Background: an optimization exercise with open tools, aiming at small area and a short achievable clock period. Do not read the settings as production practice. The RTL was checked by simulation tests, not by an equivalence proof against the original design. Power figures rest on the tool's default switching activity, not on a simulated workload.

==> module multi_rf_renamer_free_list, before the edit <==
module multi_rf_renamer_free_list (
  input  logic       clk,
  input  logic       rst,
  input  logic       init,        
  input  logic [4:0] init_idx,
  input  logic       push,        
  input  logic       push_keep,   
  input  logic [5:0] push_phys,
  input  logic       pop,
  input  logic       rollback,
  input  logic [5:0] rollback_phys,   
  output logic [5:0] head,
  output logic       empty
);
  logic [5:0] mem [32];
  logic [4:0] rd_nxt;
  logic [4:0] wr_ptr;
  logic [5:0] used;    
  logic       we;
  logic [4:0] waddr;
  logic [5:0] wdata;
  assign we    = init | (push & ~push_keep);
  assign waddr = init ? init_idx : wr_ptr;
  assign wdata = init ? {1'b1, init_idx} : push_phys;
  always_ff @(posedge clk) begin
    for (int i = 0; i < 32; i++)
      if (we && waddr == 5'(i)) mem[i] <= wdata;
  end
  always_ff @(posedge clk or negedge rst) begin
    if (!rst) begin
      rd_nxt <= 5'd1;
      wr_ptr <= '0;
      used   <= '0;
    end else begin
      if (push) wr_ptr <= wr_ptr + 1'b1;
      if (pop)           rd_nxt <= rd_nxt + 1'b1;
      else if (rollback) rd_nxt <= rd_nxt - 1'b1;
      used <= used + 6'(pop) - 6'(push) - 6'(rollback);
    end
  end
  always_ff @(posedge clk) begin
    if (init)
      head <= 6'd32;
    else if (pop)
      head <= (push && !push_keep && used == 6'd31) ? push_phys : mem[rd_nxt];
    else if (rollback)
      head <= rollback_phys;
    else if (push && !push_keep && used[5])
      head <= push_phys;
  end
  assign empty = used[5];
endmodule
==> module multi_rf_renamer, before the edit <==
module multi_rf_renamer (
  input  logic        clk,
  input  logic        rst,
  output logic        init_done,
  input  logic        rename_req,
  input  logic [0:0]  rename_rf,
  input  logic [4:0]  rename_rd,
  output logic        rename_ready,
  output logic [5:0]  rename_phys_rd,
  input  logic [2:0]  rs_rf,
  input  logic [14:0] rs_addr,
  output logic [17:0] rs_phys,
  input  logic        issue_commit,
  input  logic        rollback,
  input  logic        retire_valid,
  input  logic        retire_discard,
  output logic        inuse_full
);
  logic       run;
  logic [4:0] init_cnt;
  always_ff @(posedge clk or negedge rst) begin
    if (!rst) begin
      run      <= 1'b0;
      init_cnt <= '0;
    end else if (!run) begin
      init_cnt <= init_cnt + 1'b1;
      if (init_cnt == 5'd31) run <= 1'b1;
    end
  end
  assign init_done = run;
  logic [5:0] tbl [64];
  function automatic logic [5:0] tbl_rd(input logic [5:0] idx);
    logic [5:0] lv [64];
    lv[0] = '0;
    for (int i = 1; i < 64; i++) lv[i] = tbl[i];
    for (int b = 0; b < 6; b++)
      for (int i = 0; i < (64 >> (b + 1)); i++)
        lv[i] = idx[b] ? lv[2*i + 1] : lv[2*i];
    tbl_rd = lv[0];
  endfunction
  logic       prev_nz;    
  logic       prev_rf;
  logic [4:0] prev_rd;
  logic [5:0] prev_old;
  logic [5:0] prev_new;   
  logic [11:0] iu_mem [32];    
  logic [4:0]  iu_rd_nxt, iu_wr_ptr;    
  logic [5:0]  iu_count;
  logic        h_rf;                   
  logic [4:0]  h_rd;
  logic [5:0]  h_old;
  assign inuse_full = iu_count[5];
  logic [1:0] fl_push, fl_pop, fl_unpop, fl_empty;
  logic [5:0] fl_head [2];
  logic rename_zero, rename_fire, ren_write;
  logic rollback_fire, retire_fire, discard_fire, iu_push;
  assign rename_zero    = (rename_rd == 5'd0) & ~rename_rf[0];
  assign rename_ready   = run & ~rollback & ~(retire_valid & retire_discard)
                        & (rename_zero | ~fl_empty[rename_rf]);
  assign rename_phys_rd = rename_zero ? 6'd0 : fl_head[rename_rf];
  assign rename_fire    = rename_req & rename_ready;
  assign ren_write      = rename_fire & ~rename_zero;
  assign rollback_fire  = run & rollback & prev_nz;
  assign retire_fire    = run & retire_valid & (iu_count != 6'd0);
  assign discard_fire   = retire_fire & retire_discard;
  assign iu_push        = run & issue_commit & prev_nz & ~inuse_full;
  always_comb begin
    fl_push  = '0;
    fl_pop   = '0;
    fl_unpop = '0;
    fl_push[h_rf]       = retire_fire;
    fl_pop[rename_rf]   = ren_write;
    fl_unpop[prev_rf]   = rollback_fire;
  end
  for (genvar r = 0; r < 2; r++) begin : g_fl
    multi_rf_renamer_free_list u_fl (
      .clk       (clk),
      .rst       (rst),
      .init      (~run),
      .init_idx  (init_cnt),
      .push      (fl_push[r]),
      .push_keep (retire_discard),
      .push_phys (h_old),
      .pop       (fl_pop[r]),
      .rollback  (fl_unpop[r]),
      .rollback_phys (prev_new),
      .head      (fl_head[r]),
      .empty     (fl_empty[r])
    );
  end
  logic       tw_en;
  logic       tw_rf;
  logic [4:0] tw_rd;
  logic [5:0] tw_data;
  always_comb begin
    tw_en   = ren_write;
    tw_rf   = rename_rf;
    tw_rd   = rename_rd;
    tw_data = rename_phys_rd;
    if (rollback_fire) begin
      tw_en   = 1'b1;
      tw_rf   = prev_rf;
      tw_rd   = prev_rd;
      tw_data = prev_old;
    end else if (discard_fire) begin
      tw_en   = 1'b1;
      tw_rf   = h_rf;
      tw_rd   = h_rd;
      tw_data = h_old;
    end
    if (!run) begin
      tw_rd   = init_cnt;
      tw_data = {1'b0, init_cnt};
    end
  end
  always_ff @(posedge clk) begin
    for (int i = 1; i < 64; i++)
      if (tw_rd == 5'(i) && (!run || (tw_en && tw_rf == (i >= 32)))) tbl[i] <= tw_data;
  end
  always_comb begin
    for (int p = 0; p < 3; p++)
      rs_phys[6*p +: 6] = tbl_rd({rs_rf[p], rs_addr[5*p +: 5]});
  end
  always_ff @(posedge clk or negedge rst) begin
    if (!rst)             prev_nz <= 1'b0;
    else if (rename_fire) prev_nz <= ~rename_zero;
  end
  always_ff @(posedge clk) begin
    if (rename_fire) begin
      prev_rf  <= rename_rf;
      prev_rd  <= rename_rd;
      prev_old <= tbl_rd({rename_rf, rename_rd});
      prev_new <= rename_phys_rd;
    end
  end
  always_ff @(posedge clk) begin
    for (int i = 0; i < 32; i++)
      if (iu_push && iu_wr_ptr == 5'(i)) iu_mem[i] <= {prev_rf, prev_rd, prev_old};
  end
  always_ff @(posedge clk) begin
    if (retire_fire)
      {h_rf, h_rd, h_old} <= (iu_push && iu_count == 6'd1) ? {prev_rf, prev_rd, prev_old}
                                                           : iu_mem[iu_rd_nxt];
    else if (iu_push && iu_count == 6'd0)
      {h_rf, h_rd, h_old} <= {prev_rf, prev_rd, prev_old};
  end
  always_ff @(posedge clk or negedge rst) begin
    if (!rst) begin
      iu_rd_nxt <= 5'd1;
      iu_wr_ptr <= '0;
      iu_count  <= '0;
    end else begin
      if (iu_push)     iu_wr_ptr <= iu_wr_ptr + 1'b1;
      if (retire_fire) iu_rd_nxt <= iu_rd_nxt + 1'b1;
      iu_count <= iu_count + 6'(iu_push) - 6'(retire_fire);
    end
  end
endmodule
export LEC_CHECK = 0
export CAP_MARGIN = 20
export CORE_MARGIN = 2
export CORE_UTILIZATION = 55
export CTS_BUF_LIST = sky130_fd_sc_hd__clkbuf_4 sky130_fd_sc_hd__clkbuf_8
export SETUP_SLACK_MARGIN = 1.2
export SLEW_MARGIN = 20
create_clock -name core_clock -period 5.2 [get_ports {clk}]
run.sh (not shown) runs the stock make flow with config.mk's settings and CLKGATE_MAP_FILE= SYNTH_SCRIPT=/design/flow/synth_recipe.tcl, a recipe that flattens the netlist after the stock synthesis.
Rerun with:
--- a/flow/design.v
+++ b/flow/design.v
@@ -20,12 +20,20 @@
   output logic       empty
 );
   logic [5:0] mem [32];
   logic [4:0] rd_nxt;
   logic [4:0] wr_ptr;
   logic [5:0] used;    
+  function automatic logic [5:0] mem_rd(input logic [4:0] idx);
+    logic [5:0] lv [32];
+    for (int i = 0; i < 32; i++) lv[i] = mem[i];
+    for (int b = 0; b < 5; b++)
+      for (int i = 0; i < (32 >> (b + 1)); i++)
+        lv[i] = idx[b] ? lv[2*i + 1] : lv[2*i];
+    mem_rd = lv[0];
+  endfunction
   logic       we;
   logic [4:0] waddr;
   logic [5:0] wdata;
   assign we    = init | (push & ~push_keep);
   assign waddr = init ? init_idx : wr_ptr;
   assign wdata = init ? {1'b1, init_idx} : push_phys;
@@ -46,13 +54,13 @@
     end
   end
   always_ff @(posedge clk) begin
     if (init)
       head <= 6'd32;
     else if (pop)
-      head <= (push && !push_keep && used == 6'd31) ? push_phys : mem[rd_nxt];
+      head <= (push && !push_keep && used == 6'd31) ? push_phys : mem_rd(rd_nxt);
     else if (rollback)
       head <= rollback_phys;
     else if (push && !push_keep && used[5])
       head <= push_phys;
   end
   assign empty = used[5];
@@ -102,12 +110,20 @@
   logic [4:0] prev_rd;
   logic [5:0] prev_old;
   logic [5:0] prev_new;   
   logic [11:0] iu_mem [32];    
   logic [4:0]  iu_rd_nxt, iu_wr_ptr;    
   logic [5:0]  iu_count;
+  function automatic logic [11:0] iu_rd(input logic [4:0] idx);
+    logic [11:0] lv [32];
+    for (int i = 0; i < 32; i++) lv[i] = iu_mem[i];
+    for (int b = 0; b < 5; b++)
+      for (int i = 0; i < (32 >> (b + 1)); i++)
+        lv[i] = idx[b] ? lv[2*i + 1] : lv[2*i];
+    iu_rd = lv[0];
+  endfunction
   logic        h_rf;                   
   logic [4:0]  h_rd;
   logic [5:0]  h_old;
   assign inuse_full = iu_count[5];
   logic [1:0] fl_push, fl_pop, fl_unpop, fl_empty;
   logic [5:0] fl_head [2];
@@ -196,13 +212,13 @@
     for (int i = 0; i < 32; i++)
       if (iu_push && iu_wr_ptr == 5'(i)) iu_mem[i] <= {prev_rf, prev_rd, prev_old};
   end
   always_ff @(posedge clk) begin
     if (retire_fire)
       {h_rf, h_rd, h_old} <= (iu_push && iu_count == 6'd1) ? {prev_rf, prev_rd, prev_old}
-                                                           : iu_mem[iu_rd_nxt];
+                                                           : iu_rd(iu_rd_nxt);
     else if (iu_push && iu_count == 6'd0)
       {h_rf, h_rd, h_old} <= {prev_rf, prev_rd, prev_old};
   end
   always_ff @(posedge clk or negedge rst) begin
     if (!rst) begin
       iu_rd_nxt <= 5'd1;
Outcome: Non-clock buffer count came out lower by 44; global-route usage came out lower by 5.6 points; fmax came out lower slightly; total power drops by a few percent; register-to-register slack improved by 0.14 ns; design area falls slightly; hold slack improved by 0.051 ns; final cell count falls by roughly a tenth; flip-flop and latch count is unchanged; setup slack loses 0.044 ns; wire length drops by about a fifth; first-iteration DRC count falls by a quarter to a third.

==> separate check: timing with driven ports <==
The flow's constraints put no driver on any port. The routed layouts listed below were extracted and timed again, unchanged, in two steps. Step 1 assumes that a clkbuf_16 drives the clock port and a buf_2 every other input. Step 2 adds t to the input delays and takes it off the output delays; t is the mean of the earliest and latest rising clock arrival at the registers after step 1. Input paths then give back, and output paths get back, about the clock's delay inside the block. Slacks: ideal / step 1 / step 2; pairs: ideal / step 1.
| run | t (ns) | slack for setup (ns) | hold slack, ns | worst slew at a driven data input, ns | pins driven straight from the clock port |
|---|---|---|---|---|---|
| the first run | 0.958 | 1.097 / 0.889 / 0.474 | 0.293 / 0.261 / 0.500 | 0.26 | 1 |
| the second run | 0.932 | 1.053 / 0.803 / 0.393 | 0.345 / 0.305 / 0.462 | 0.38 | 1 |
After both steps every run listed still meets setup and hold. The setup slack of the second run, which loses most, moves by -0.250 ns with the drivers and by -0.660 ns with both steps.
